What follows belongs to an exercise in optimizing a design on an open flow for small area, a short achievable clock period and few clock cycles per item; a production flow would make more cautious choices. Only simulation tests tie the RTL to the original design; equivalence was not proved.

==> v29 <==
==> flow/design.v (excerpt) <==
module density_matrix_rk4_step
(
   input  logic                  clock,
   input  logic                  reset,
   input  logic                  req_valid,
   output logic                  req_ready,
   input  logic                  req_command,
   input  logic signed [31:0]    req_velocity,
   input  logic signed [31:0]    req_coupling_now,
   input  logic signed [31:0]    req_coupling_next,
   input  logic signed [31:0]    req_lower_energy_now,
   input  logic signed [31:0]    req_lower_energy_next,
   input  logic signed [31:0]    req_upper_energy_now,
   input  logic signed [31:0]    req_upper_energy_next,
   output logic                  rsp_valid,
   input  logic                  rsp_ready,
   output logic signed [31:0]    rsp_pop_lower_re,
   output logic signed [31:0]    rsp_pop_lower_im,
   output logic signed [31:0]    rsp_coher_up_re,
   output logic signed [31:0]    rsp_coher_up_im,
   output logic signed [31:0]    rsp_coher_down_re,
   output logic signed [31:0]    rsp_coher_down_im,
   output logic signed [31:0]    rsp_pop_upper_re,
   output logic signed [31:0]    rsp_pop_upper_im,
   input  logic                  psel,
   input  logic                  penable,
   input  logic                  pwrite,
   input  logic [dmrk_pkg::CSR_ADDR_W-1:0] paddr,
   input  logic [31:0]           pwdata,
   output logic [31:0]           prdata,
   output logic                  pready
);
Settings: LEC_CHECK=0, ABC_CLOCK_PERIOD_IN_PS=6000, CAP_MARGIN=40, CORE_MARGIN=2, CORE_UTILIZATION=40, PLACE_DENSITY=0.6, SETUP_SLACK_MARGIN=4.5, SLEW_MARGIN=30; clock period 12.0 ns.
run.sh (not shown) runs the stock make flow with config.mk's settings and CLKGATE_MAP_FILE= SYNTH_SCRIPT=/design/flow/synth_recipe.tcl, a recipe that flattens the netlist after the stock synthesis.
==> v37 (differences from v29) <==
--- a/flow/design.v
+++ b/flow/design.v
@@ -6102,57 +6102,57 @@
    input  logic [30:0]       step_size,
    input  logic [30:0]       wt_third,
    input  logic [30:0]       wt_sixth,
    output logic              busy,
    output logic              can_start,    
    output logic              done,         
    output logic [7:0][31:0]  rho
 );
-   localparam logic [4:0] T_COMMIT = 5'd27;
+   localparam logic [4:0] T_COMMIT = 5'd28;
    logic             busy_ff, lower_ff, nxt_ff, nlow_ff, cpend_ff;
    logic [4:0]       t_ff;
    logic [7:0][31:0] rho_ff, a_ff, y_ff;
    logic signed [31:0] v_ff, g0_ff, g1_ff, l0_ff, l1_ff, u0_ff, u1_ff;
-   logic signed [31:0] g_ff, de_ff, vg_ff;
+   logic signed [31:0] de_ff, vg_ff;
    logic [1:0][32:0] eq_ff;             
-   logic [1:0][31:0] f_ff, s_ff, d1_ff, d2_ff, p_ff;
+   logic [1:0][31:0] fxo_ff, fyo_ff, d1_ff, d2_ff, p_ff;
    typedef enum logic [2:0] {F_NONE, F_VG, F_E1, F_E2, F_Q, F_P} fop_type;
    typedef enum logic [1:0] {H_NONE, H_D1, H_D2, H_P} hop_type;
    typedef enum logic [1:0] {K_ADV, K_WT, K_LAST} hkind_type;
    function automatic fop_type fop_at(input logic [4:0] tt);
       case (tt)
-         5'd1, 5'd6, 5'd12, 5'd18, 5'd25: fop_at = F_VG;
-         5'd2, 5'd8, 5'd14, 5'd20:   fop_at = F_E1;
-         5'd3, 5'd9, 5'd15, 5'd21:   fop_at = F_Q;
-         5'd4, 5'd10, 5'd16, 5'd22:  fop_at = F_P;
-         5'd5, 5'd11, 5'd17, 5'd23:  fop_at = F_E2;
+         5'd1, 5'd7, 5'd13, 5'd19, 5'd25: fop_at = F_VG;
+         5'd3, 5'd9, 5'd15, 5'd21:   fop_at = F_E1;
+         5'd4, 5'd10, 5'd16, 5'd22:  fop_at = F_Q;
+         5'd5, 5'd11, 5'd17, 5'd23:  fop_at = F_P;
+         5'd6, 5'd12, 5'd18, 5'd24:  fop_at = F_E2;
          default:                    fop_at = F_NONE;
       endcase
    endfunction
    function automatic hop_type hop_at(input logic [4:0] tt);
       case (tt)
-         5'd5, 5'd8, 5'd11, 5'd14, 5'd17, 5'd20, 5'd23: hop_at = H_D1;
-         5'd6, 5'd9, 5'd12, 5'd15, 5'd18, 5'd21, 5'd24: hop_at = H_P;
-         5'd7, 5'd10, 5'd13, 5'd16, 5'd19, 5'd22, 5'd25: hop_at = H_D2;
+         5'd6, 5'd9, 5'd12, 5'd15, 5'd18, 5'd21, 5'd24: hop_at = H_D1;
+         5'd7, 5'd10, 5'd13, 5'd16, 5'd19, 5'd22, 5'd25: hop_at = H_P;
+         5'd8, 5'd11, 5'd14, 5'd17, 5'd20, 5'd23, 5'd26: hop_at = H_D2;
          default:                                       hop_at = H_NONE;
       endcase
    endfunction
    function automatic hkind_type hop_kind(input logic [4:0] tt);
       case (tt)
-         5'd5, 5'd6, 5'd7, 5'd11, 5'd12, 5'd13, 5'd17, 5'd18, 5'd19: hop_kind = K_ADV;
-         5'd23, 5'd24, 5'd25: hop_kind = K_LAST;
+         5'd6, 5'd7, 5'd8, 5'd12, 5'd13, 5'd14, 5'd18, 5'd19, 5'd20: hop_kind = K_ADV;
+         5'd24, 5'd25, 5'd26: hop_kind = K_LAST;
          default: hop_kind = K_WT;
       endcase
    endfunction
    function automatic logic [1:0] hop_csel(input logic [4:0] tt);
       case (tt)
-         5'd5, 5'd6, 5'd7, 5'd11, 5'd12, 5'd13:    hop_csel = 2'd0;
-         5'd17, 5'd18, 5'd19:                      hop_csel = 2'd1;
-         5'd14, 5'd15, 5'd16, 5'd20, 5'd21, 5'd22: hop_csel = 2'd2;
+         5'd6, 5'd7, 5'd8, 5'd12, 5'd13, 5'd14:    hop_csel = 2'd0;
+         5'd18, 5'd19, 5'd20:                      hop_csel = 2'd1;
+         5'd15, 5'd16, 5'd17, 5'd21, 5'd22, 5'd23: hop_csel = 2'd2;
          default:                                  hop_csel = 2'd3;
       endcase
    endfunction
    function automatic logic [30:0] csel_val(input logic [1:0] sel, input logic [30:0] h,
                                             input logic [30:0] w3, input logic [30:0] w6);
       case (sel)
          2'd0:    csel_val = {1'b0, h[30:1]};
          2'd1:    csel_val = h;
@@ -6160,40 +6160,45 @@
          default: csel_val = w6;
       endcase
    endfunction
    logic [4:0]  t;
    fop_type     f_op1, f_op2_ff;
    hop_type     h_op1, h_op2_ff;
    hkind_type   h_kind2_ff;
    logic [1:0]  h_csel2_ff;
-   logic [30:0] h_c1, h_c2;
-   logic        prep_d, prep_s, prep_gde, prep_de0, mid_next, window, wrap, commit_now;
+   logic [30:0] h_c1, hcop_ff;
+   logic        prep_gde, prep_de0, mid_next, window, wrap, commit_now;
+   fop_type     f_ld;           
    assign t = t_ff;
    always_comb begin
       f_op1 = F_NONE;
       h_op1 = H_NONE;
+      f_ld  = F_NONE;
       if (busy_ff) begin
+         f_ld  = fop_at(t + 5'd1);
          f_op1 = fop_at(t);
          h_op1 = hop_at(t);
          if (t == 5'd25 && !nxt_ff) f_op1 = F_NONE;
+         if (t == 5'd26 && nxt_ff) f_ld = F_E1;
       end
-      h_c1     = csel_val(hop_csel(t), step_size, wt_third, wt_sixth);
-      prep_d   = busy_ff && (t == 5'd2 || t == 5'd8 || t == 5'd14 || t == 5'd20);
-      prep_s   = busy_ff && (t == 5'd3 || t == 5'd9 || t == 5'd15 || t == 5'd21);
-      prep_gde = busy_ff && (t == 5'd5 || t == 5'd11 || t == 5'd17);
-      mid_next = (t != 5'd17);
+      h_c1     = hcop_ff;
+      prep_gde = busy_ff && (t == 5'd6 || t == 5'd12 || t == 5'd18);
+      mid_next = (t != 5'd18);
       prep_de0 = busy_ff && (t == 5'd1 || (t == 5'd25 && nxt_ff));
       window   = busy_ff && !lower_ff && !nxt_ff && !nlow_ff &&
-                 (t == 5'd23 || t == 5'd24);
-      wrap     = busy_ff && nxt_ff && (t == 5'd25);
-      commit_now = busy_ff && ((cpend_ff && t == 5'd3) || (t == T_COMMIT && slot_free));
+                 (t == 5'd24);
+      wrap     = busy_ff && nxt_ff && (t == 5'd26);
+      commit_now = busy_ff && ((cpend_ff && t == 5'd4) || (t == T_COMMIT && slot_free));
    end
    assign can_start = !busy_ff || window || (busy_ff && t == T_COMMIT && !nlow_ff);
    always_ff @(posedge clock) begin
+      hcop_ff <= csel_val(hop_csel(t + 5'd1), step_size, wt_third, wt_sixth);
+   end
+   always_ff @(posedge clock) begin
       if (reset) begin
          f_op2_ff <= F_NONE;
          h_op2_ff <= H_NONE;
       end else begin
          f_op2_ff <= f_op1;
          h_op2_ff <= h_op1;
       end
       h_kind2_ff <= hop_kind(t);
@@ -6203,25 +6208,43 @@
    logic [1:0][47:0] fs_ff, fc_ff;
    logic [1:0][63:0] hs_ff, hc_ff;
    logic [1:0]       fc16_ff;
    logic [1:0][32:0] hk_ff, h_k;
    logic [1:0][56:0] hkb_ff;
    logic [1:0][31:0] hbp_ff, hbn_ff;
    logic [1:0][31:0] f_r, f_d1, f_d2, h_pos, h_neg, hb_pos, hb_neg;
    for (genvar L = 0; L < 2; L++) begin : g_lane
+      always_ff @(posedge clock) begin
+         if (start) begin
+            fxo_ff[L] <= velocity;
+            fyo_ff[L] <= coupling_now;
+         end else begin
+            case (f_ld)
+               F_VG: begin
+                  fxo_ff[L] <= v_ff;
+                  fyo_ff[L] <= mid_next ? dmrk_pkg::half(g0_ff, g1_ff) : g1_ff;
+               end
+               F_E1: begin fxo_ff[L] <= de_ff; fyo_ff[L] <= y_ff[3 - L]; end
+               F_E2: begin fxo_ff[L] <= de_ff; fyo_ff[L] <= y_ff[5 - L]; end
+               F_Q: begin
+                  fxo_ff[L] <= vg_ff;
+                  fyo_ff[L] <= dmrk_pkg::sat_sub(y_ff[L], y_ff[6 + L]);
+               end
+               F_P: begin
+                  fxo_ff[L] <= vg_ff;
+                  fyo_ff[L] <= dmrk_pkg::sat_add(y_ff[2 + L], y_ff[4 + L]);
+               end
+               default: ;
+            endcase
+         end
+      end
+      assign fx[L] = fxo_ff[L];
+      assign fy[L] = fyo_ff[L];
       always_comb begin
-         case (f_op1)
-            F_VG:    begin fx[L] = v_ff;  fy[L] = g_ff;  end
-            F_E1:    begin fx[L] = de_ff; fy[L] = y_ff[3 - L]; end
-            F_E2:    begin fx[L] = de_ff; fy[L] = y_ff[5 - L]; end
-            F_Q:     begin fx[L] = vg_ff; fy[L] = f_ff[L]; end
-            F_P:     begin fx[L] = vg_ff; fy[L] = s_ff[L]; end
-            default: begin fx[L] = vg_ff; fy[L] = s_ff[L]; end
-         endcase
          case (h_op1)
             H_D1:    hx[L] = d1_ff[L];
             H_D2:    hx[L] = d2_ff[L];
             default: hx[L] = p_ff[L];
          endcase
       end
       dmrk_mulcs_ss u_ftree (.a(fx[L]), .b(fy[L]), .s(fs_w[L]), .c(fc_w[L]));
       dmrk_mulcs_su u_htree (.a(hx[L]), .b(h_c1), .s(hs_w[L]), .c(hc_w[L]));
@@ -6246,26 +6269,26 @@
       always_comb begin
          fs64 = {16'd0, fs_ff[L]};
          fc64 = {16'd0, fc_ff[L]};
          f_t  = fs_ff[L] + fc_ff[L] + {47'd0, fc16_ff[L]};
          fb1  = {{23{eq_ff[L][32]}}, eq_ff[L], 8'd0};
          fs1  = dmrk_pkg::csa_s(fs64, fc64, fb1);
          fc1  = dmrk_pkg::csa_c(fs64, fc64, fb1);
          f_u1 = fs1[47:0] + fc1[47:0] + {47'd0, fc16_ff[L]};
-         fb2  = {{23{eq_ff[L][32]}}, eq_ff[L], 8'd0};
+         fb2  = {{23{eq_ff[L][32]}}, eq_ff[L], 8'd0} + ((L == 0) ? 64'h100 : 64'd0);
          fns  = (L == 0) ? ~fs64 : fs64;
          fnc  = (L == 0) ? ~fc64 : fc64;
          fs2  = dmrk_pkg::csa_s(fns, fnc, fb2);
          fc2  = dmrk_pkg::csa_c(fns, fnc, fb2);
          f_u2 = fs2[47:0] + fc2[47:0] + ((L == 0) ? {47'd0, ~fc16_ff[L]} : {47'd0, fc16_ff[L]});
          f_ovf   = (f_t[47:39] != {9{f_t[39]}});
          f_r[L]  = dmrk_pkg::sat40(f_t[47:8]);
          f_d1[L] = f_ovf ? dmrk_pkg::sat_ext(f_t[47], eq_ff[L]) : dmrk_pkg::sat40(f_u1[47:8]);
-         f_b2    = eq_ff[L];
+         f_b2    = (L == 0) ? eq_ff[L] + 33'd1 : eq_ff[L];
          f_d2[L] = f_ovf ? dmrk_pkg::sat_ext((L == 0) ? !f_t[47] : f_t[47], f_b2)
                          : dmrk_pkg::sat40(f_u2[47:8]);
       end
       logic [63:0] hbp, hk, hkb, hs1, hc1, hs2, hc2, hs3, hc3;
       logic [63:0] h_t, h_u, h_tn, h_un;
       logic        h_ovf, h_ovfn;
       always_comb begin
          hbp  = {{8{hbp_ff[L][31]}}, hbp_ff[L], 24'd0};
@@ -6363,39 +6386,35 @@
       if (start) begin
          v_ff  <= velocity;
          g0_ff <= coupling_now;
          g1_ff <= coupling_next;
          l0_ff <= lower_energy_now;
          l1_ff <= lower_energy_next;
          u0_ff <= upper_energy_now;
          u1_ff <= upper_energy_next;
-         g_ff  <= coupling_now;
-      end else if (prep_de0) begin
+      end
+      if (prep_de0) begin
          de_ff <= dmrk_pkg::sat_sub(l0_ff, u0_ff);
       end else if (prep_gde) begin
          if (mid_next) begin
-            g_ff  <= dmrk_pkg::half(g0_ff, g1_ff);
             de_ff <= dmrk_pkg::sat_sub(dmrk_pkg::half(l0_ff, l1_ff), dmrk_pkg::half(u0_ff, u1_ff));
          end else begin
-            g_ff  <= g1_ff;
             de_ff <= dmrk_pkg::sat_sub(l1_ff, u1_ff);
          end
       end
       if (f_op2_ff == F_VG) begin
          vg_ff <= f_r[0];
       end
       for (int L = 0; L < 2; L++) begin
-         if (prep_d) f_ff[L] <= dmrk_pkg::sat_sub(y_ff[L], y_ff[6 + L]);
-         if (prep_s) s_ff[L] <= dmrk_pkg::sat_add(y_ff[2 + L], y_ff[4 + L]);
          case (f_op2_ff)
             F_E1: eq_ff[L] <= (L == 0) ? {f_r[L][31], f_r[L]} : -{f_r[L][31], f_r[L]};
             F_Q: begin
                d1_ff[L] <= f_d1[L];
-               eq_ff[L] <= (L == 0) ? {f_r[L][31], f_r[L]} + 33'd1 : {f_r[L][31], f_r[L]};
+               eq_ff[L] <= {f_r[L][31], f_r[L]};
             end
             F_P:  p_ff[L]  <= f_r[L];
             F_E2: d2_ff[L] <= f_d2[L];
             default: ;
          endcase
       end
    end
    always_ff @(posedge clock) begin
@@ -6416,17 +6435,17 @@
             t_ff    <= t_ff + 5'd1;
          end else if (start) begin
             busy_ff  <= 1'b1;
             lower_ff <= start_lower;
             t_ff     <= start_lower ? T_COMMIT : 5'd1;
          end else if (wrap) begin
             nxt_ff   <= 1'b0;
             cpend_ff <= 1'b1;
-            t_ff     <= 5'd2;
+            t_ff     <= 5'd3;
          end else if (busy_ff) begin
             if (t_ff == T_COMMIT) begin
                if (slot_free) begin
                   if (nlow_ff) begin
                      nlow_ff  <= 1'b0;
                      lower_ff <= 1'b1;
                   end else begin
                      busy_ff <= 1'b0;
SETUP_SLACK_MARGIN = 5   (was 4.5)
==> v9 (differences from v29) <==
--- a/flow/design.v
+++ b/flow/design.v
@@ -6198,19 +6198,17 @@
       end
       h_kind2_ff <= hop_kind(t);
    end
    logic [1:0][31:0] fx, fy, hx;
    logic [1:0][63:0] fs_w, fc_w, hs_w, hc_w;
    logic [1:0][47:0] fs_ff, fc_ff;
    logic [1:0][63:0] hs_ff, hc_ff;
    logic [1:0]       fc16_ff;
-   logic [1:0][32:0] hk_ff, h_k;
-   logic [1:0][56:0] hkb_ff;
-   logic [1:0][31:0] hbp_ff, hbn_ff;
+   logic [1:0][32:0] hk_ff;
    logic [1:0][31:0] f_r, f_d1, f_d2, h_pos, h_neg, hb_pos, hb_neg;
    for (genvar L = 0; L < 2; L++) begin : g_lane
       always_comb begin
          case (f_op1)
             F_VG:    begin fx[L] = v_ff;  fy[L] = g_ff;  end
             F_E1:    begin fx[L] = de_ff; fy[L] = y_ff[3 - L]; end
             F_E2:    begin fx[L] = de_ff; fy[L] = y_ff[5 - L]; end
             F_Q:     begin fx[L] = vg_ff; fy[L] = f_ff[L]; end
@@ -6221,90 +6219,84 @@
             H_D1:    hx[L] = d1_ff[L];
             H_D2:    hx[L] = d2_ff[L];
             default: hx[L] = p_ff[L];
          endcase
       end
       dmrk_mulcs_ss u_ftree (.a(fx[L]), .b(fy[L]), .s(fs_w[L]), .c(fc_w[L]));
       dmrk_mulcs_su u_htree (.a(hx[L]), .b(h_c1), .s(hs_w[L]), .c(hc_w[L]));
       logic [16:0] f_lo;
-      assign h_k[L] = 33'h0_0100_0002 - ((hx[L] == 32'h8000_0000) ? {2'b0, h_c1} : 33'd0);
       assign f_lo = {1'b0, fs_w[L][15:0]} + {1'b0, fc_w[L][15:0]};
       always_ff @(posedge clock) begin
          fs_ff[L]   <= fs_w[L][63:16];
          fc_ff[L]   <= fc_w[L][63:16];
          fc16_ff[L] <= f_lo[16];
          hs_ff[L]   <= hs_w[L];
          hc_ff[L]   <= hc_w[L];
-         hk_ff[L]   <= h_k[L];
-         hbp_ff[L]  <= hb_pos[L];
-         hbn_ff[L]  <= hb_neg[L];
-         hkb_ff[L]  <= {{24{h_k[L][32]}}, h_k[L]} + {{1{hb_neg[L][31]}}, hb_neg[L], 24'd0};
+         hk_ff[L]   <= 33'h0_0100_0002 - ((hx[L] == 32'h8000_0000) ? {2'b0, h_c1} : 33'd0);
       end
       logic [63:0] fs64, fc64, fb1, fb2, fs1, fc1, fs2, fc2, fns, fnc;
       logic [47:0] f_t, f_u1, f_u2;
       logic        f_ovf;
       logic [32:0] f_b2;
       always_comb begin
          fs64 = {16'd0, fs_ff[L]};
          fc64 = {16'd0, fc_ff[L]};
          f_t  = fs_ff[L] + fc_ff[L] + {47'd0, fc16_ff[L]};
          fb1  = {{23{eq_ff[L][32]}}, eq_ff[L], 8'd0};
          fs1  = dmrk_pkg::csa_s(fs64, fc64, fb1);
          fc1  = dmrk_pkg::csa_c(fs64, fc64, fb1);
          f_u1 = fs1[47:0] + fc1[47:0] + {47'd0, fc16_ff[L]};
-         fb2  = {{23{eq_ff[L][32]}}, eq_ff[L], 8'd0};
+         fb2  = {{23{eq_ff[L][32]}}, eq_ff[L], 8'd0} + ((L == 0) ? 64'h100 : 64'd0);
          fns  = (L == 0) ? ~fs64 : fs64;
          fnc  = (L == 0) ? ~fc64 : fc64;
          fs2  = dmrk_pkg::csa_s(fns, fnc, fb2);
          fc2  = dmrk_pkg::csa_c(fns, fnc, fb2);
          f_u2 = fs2[47:0] + fc2[47:0] + ((L == 0) ? {47'd0, ~fc16_ff[L]} : {47'd0, fc16_ff[L]});
          f_ovf   = (f_t[47:39] != {9{f_t[39]}});
          f_r[L]  = dmrk_pkg::sat40(f_t[47:8]);
          f_d1[L] = f_ovf ? dmrk_pkg::sat_ext(f_t[47], eq_ff[L]) : dmrk_pkg::sat40(f_u1[47:8]);
-         f_b2    = eq_ff[L];
+         f_b2    = (L == 0) ? eq_ff[L] + 33'd1 : eq_ff[L];
          f_d2[L] = f_ovf ? dmrk_pkg::sat_ext((L == 0) ? !f_t[47] : f_t[47], f_b2)
                          : dmrk_pkg::sat40(f_u2[47:8]);
       end
-      logic [63:0] hbp, hk, hkb, hs1, hc1, hs2, hc2, hs3, hc3;
+      logic [63:0] hbp, hbn, hk, hs1, hc1, hs2, hc2, hs3, hc3;
       logic [63:0] h_t, h_u, h_tn, h_un;
       logic        h_ovf, h_ovfn;
       always_comb begin
-         hbp  = {{8{hbp_ff[L][31]}}, hbp_ff[L], 24'd0};
+         hbp  = {{8{hb_pos[L][31]}}, hb_pos[L], 24'd0};
+         hbn  = {{8{hb_neg[L][31]}}, hb_neg[L], 24'd0};
          hk   = {{31{hk_ff[L][32]}}, hk_ff[L]};
-         hkb  = {{7{hkb_ff[L][56]}}, hkb_ff[L]};
          h_t  = hs_ff[L] + hc_ff[L];
          hs1  = dmrk_pkg::csa_s(hs_ff[L], hc_ff[L], hbp);
          hc1  = dmrk_pkg::csa_c(hs_ff[L], hc_ff[L], hbp);
          h_u  = hs1 + hc1;
          hs2  = dmrk_pkg::csa_s(~hs_ff[L], ~hc_ff[L], hk);
          hc2  = dmrk_pkg::csa_c(~hs_ff[L], ~hc_ff[L], hk);
          h_tn = hs2 + hc2;
-         hs3  = dmrk_pkg::csa_s(~hs_ff[L], ~hc_ff[L], hkb);
-         hc3  = dmrk_pkg::csa_c(~hs_ff[L], ~hc_ff[L], hkb);
+         hs3  = dmrk_pkg::csa_s(hs2, hc2, hbn);
+         hc3  = dmrk_pkg::csa_c(hs2, hc2, hbn);
          h_un = hs3 + hc3;
          h_ovf  = (h_t[63:55] != {9{h_t[55]}});
          h_ovfn = (h_tn[63:55] != {9{h_tn[55]}});
-         h_pos[L] = h_ovf  ? dmrk_pkg::sat_ext(h_t[63],  {hbp_ff[L][31], hbp_ff[L]})
+         h_pos[L] = h_ovf  ? dmrk_pkg::sat_ext(h_t[63],  {hb_pos[L][31], hb_pos[L]})
                            : dmrk_pkg::sat40(h_u[63:24]);
-         h_neg[L] = h_ovfn ? dmrk_pkg::sat_ext(h_tn[63], {hbn_ff[L][31], hbn_ff[L]})
+         h_neg[L] = h_ovfn ? dmrk_pkg::sat_ext(h_tn[63], {hb_neg[L][31], hb_neg[L]})
                            : dmrk_pkg::sat40(h_un[63:24]);
       end
    end
    logic [7:0][31:0] y_in, a_in, rho_in;
-   hkind_type h_kind1;
    always_comb begin
-      h_kind1 = hop_kind(t);
       for (int L = 0; L < 2; L++) begin
-         case (h_op1)
-            H_D1:    hb_pos[L] = (h_kind1 == K_ADV) ? rho_ff[2 + L] : a_ff[2 + L];
-            H_D2:    hb_pos[L] = (h_kind1 == K_ADV) ? rho_ff[4 + L] : a_ff[4 + L];
-            default: hb_pos[L] = (h_kind1 == K_ADV) ? rho_ff[6 + L] : a_ff[6 + L];
+         case (h_op2_ff)
+            H_D1:    hb_pos[L] = (h_kind2_ff == K_ADV) ? rho_ff[2 + L] : a_ff[2 + L];
+            H_D2:    hb_pos[L] = (h_kind2_ff == K_ADV) ? rho_ff[4 + L] : a_ff[4 + L];
+            default: hb_pos[L] = (h_kind2_ff == K_ADV) ? rho_ff[6 + L] : a_ff[6 + L];
          endcase
-         hb_neg[L] = (h_kind1 == K_ADV) ? rho_ff[L] : a_ff[L];
+         hb_neg[L] = (h_kind2_ff == K_ADV) ? rho_ff[L] : a_ff[L];
       end
    end
    always_comb begin
       y_in   = y_ff;
       a_in   = a_ff;
       rho_in = rho_ff;
       done   = 1'b0;
       for (int L = 0; L < 2; L++) begin
@@ -6385,17 +6377,17 @@
       end
       for (int L = 0; L < 2; L++) begin
          if (prep_d) f_ff[L] <= dmrk_pkg::sat_sub(y_ff[L], y_ff[6 + L]);
          if (prep_s) s_ff[L] <= dmrk_pkg::sat_add(y_ff[2 + L], y_ff[4 + L]);
          case (f_op2_ff)
             F_E1: eq_ff[L] <= (L == 0) ? {f_r[L][31], f_r[L]} : -{f_r[L][31], f_r[L]};
             F_Q: begin
                d1_ff[L] <= f_d1[L];
-               eq_ff[L] <= (L == 0) ? {f_r[L][31], f_r[L]} + 33'd1 : {f_r[L][31], f_r[L]};
+               eq_ff[L] <= {f_r[L][31], f_r[L]};
             end
             F_P:  p_ff[L]  <= f_r[L];
             F_E2: d2_ff[L] <= f_d2[L];
             default: ;
          endcase
       end
    end
    always_ff @(posedge clock) begin
SETUP_SLACK_MARGIN = 5   (was 4.5)
==> comparison <==
- v37 finished with timing, DRC and antenna clean. v29 finished with timing, DRC and antenna clean. v9 went through all stages and came out clean.
- The lowest flip-flop and latch count belongs to v9, the highest to v29.
- Between v29 and v9, the lower global-route usage is in v29 (gap 1.5 points).
- Clock skew, highest first: v37, v29, v9.
==> figures <==
Result of the run: v29 complete, no violations; v9 complete, no violations; v37 complete, no violations
Number of logic inverters in the finished layout: v29 4919; v9 5581; v37 5518
Met3 Resource Use GR: v29 10.4%; v9 11.8%; v37 7.76%
Worst-path fanout max: v29 35; v9 8; v37 8
Min-Delay Endpoint: v29 u_core.rho_ff[69]$_SDFFE_PP0P_; v9 u_core.y_ff[255]$_SDFF_PP0_; v37 u_core.hbp_ff[19]$_DFF_P_
# nets final: v29 36019; v9 37192; v37 36776
Fraction of post-synthesis cell area in the top cell type by area: v29 31.0%; v9 31.0%; v37 29.7%
Ratio of cells with drive above 1 in the final layout: v29 10.6%; v9 11.5%; v37 9.39%
Number of tap cells inserted: v29 8613; v9 8642; v37 8938
Testbench counts of v29, summed over its fixed seeds: cycles 37,298, steps 1,600.
Testbench counts of v37, summed over its fixed seeds: cycles 37,364, steps 1,600.
Testbench counts of v9, summed over its fixed seeds: cycles 37,298, steps 1,600.

[re-timing with driven ports]
How much do the figures lean on ideal ports? The routed layouts below were timed once more, with nothing changed but the port constraints.
Step 1: set_driving_cell puts a clkbuf_16 on clock and a buf_2 on each other input, an assumption about the parent block.
Step 2 times the ports against the registers' clock, not the clock port: input delays grow and output delays shrink by t, the midpoint of the rising clock arrivals with the driver on.
Slacks: ideal / step 1 / step 2; pairs: ideal / step 1.
| run | t (ns) | slack for setup (ns) | worst setup path after step 2 | slew at the worst register clock pin (ns) | pins driven straight from the clock port |
|---|---|---|---|---|---|
| v29 | 1.141 | 4.220 / 4.220 / 4.220 | register to register | 0.08 / 0.08 | 1 |
| v37 | 1.105 | 4.448 / 4.448 / 4.448 | register to register | 0.08 / 0.08 | 1 |
| v9 | 1.119 | 4.438 / 4.438 / 4.438 | register to register | 0.08 / 0.08 | 1 |
After both steps every run listed still meets setup and hold.
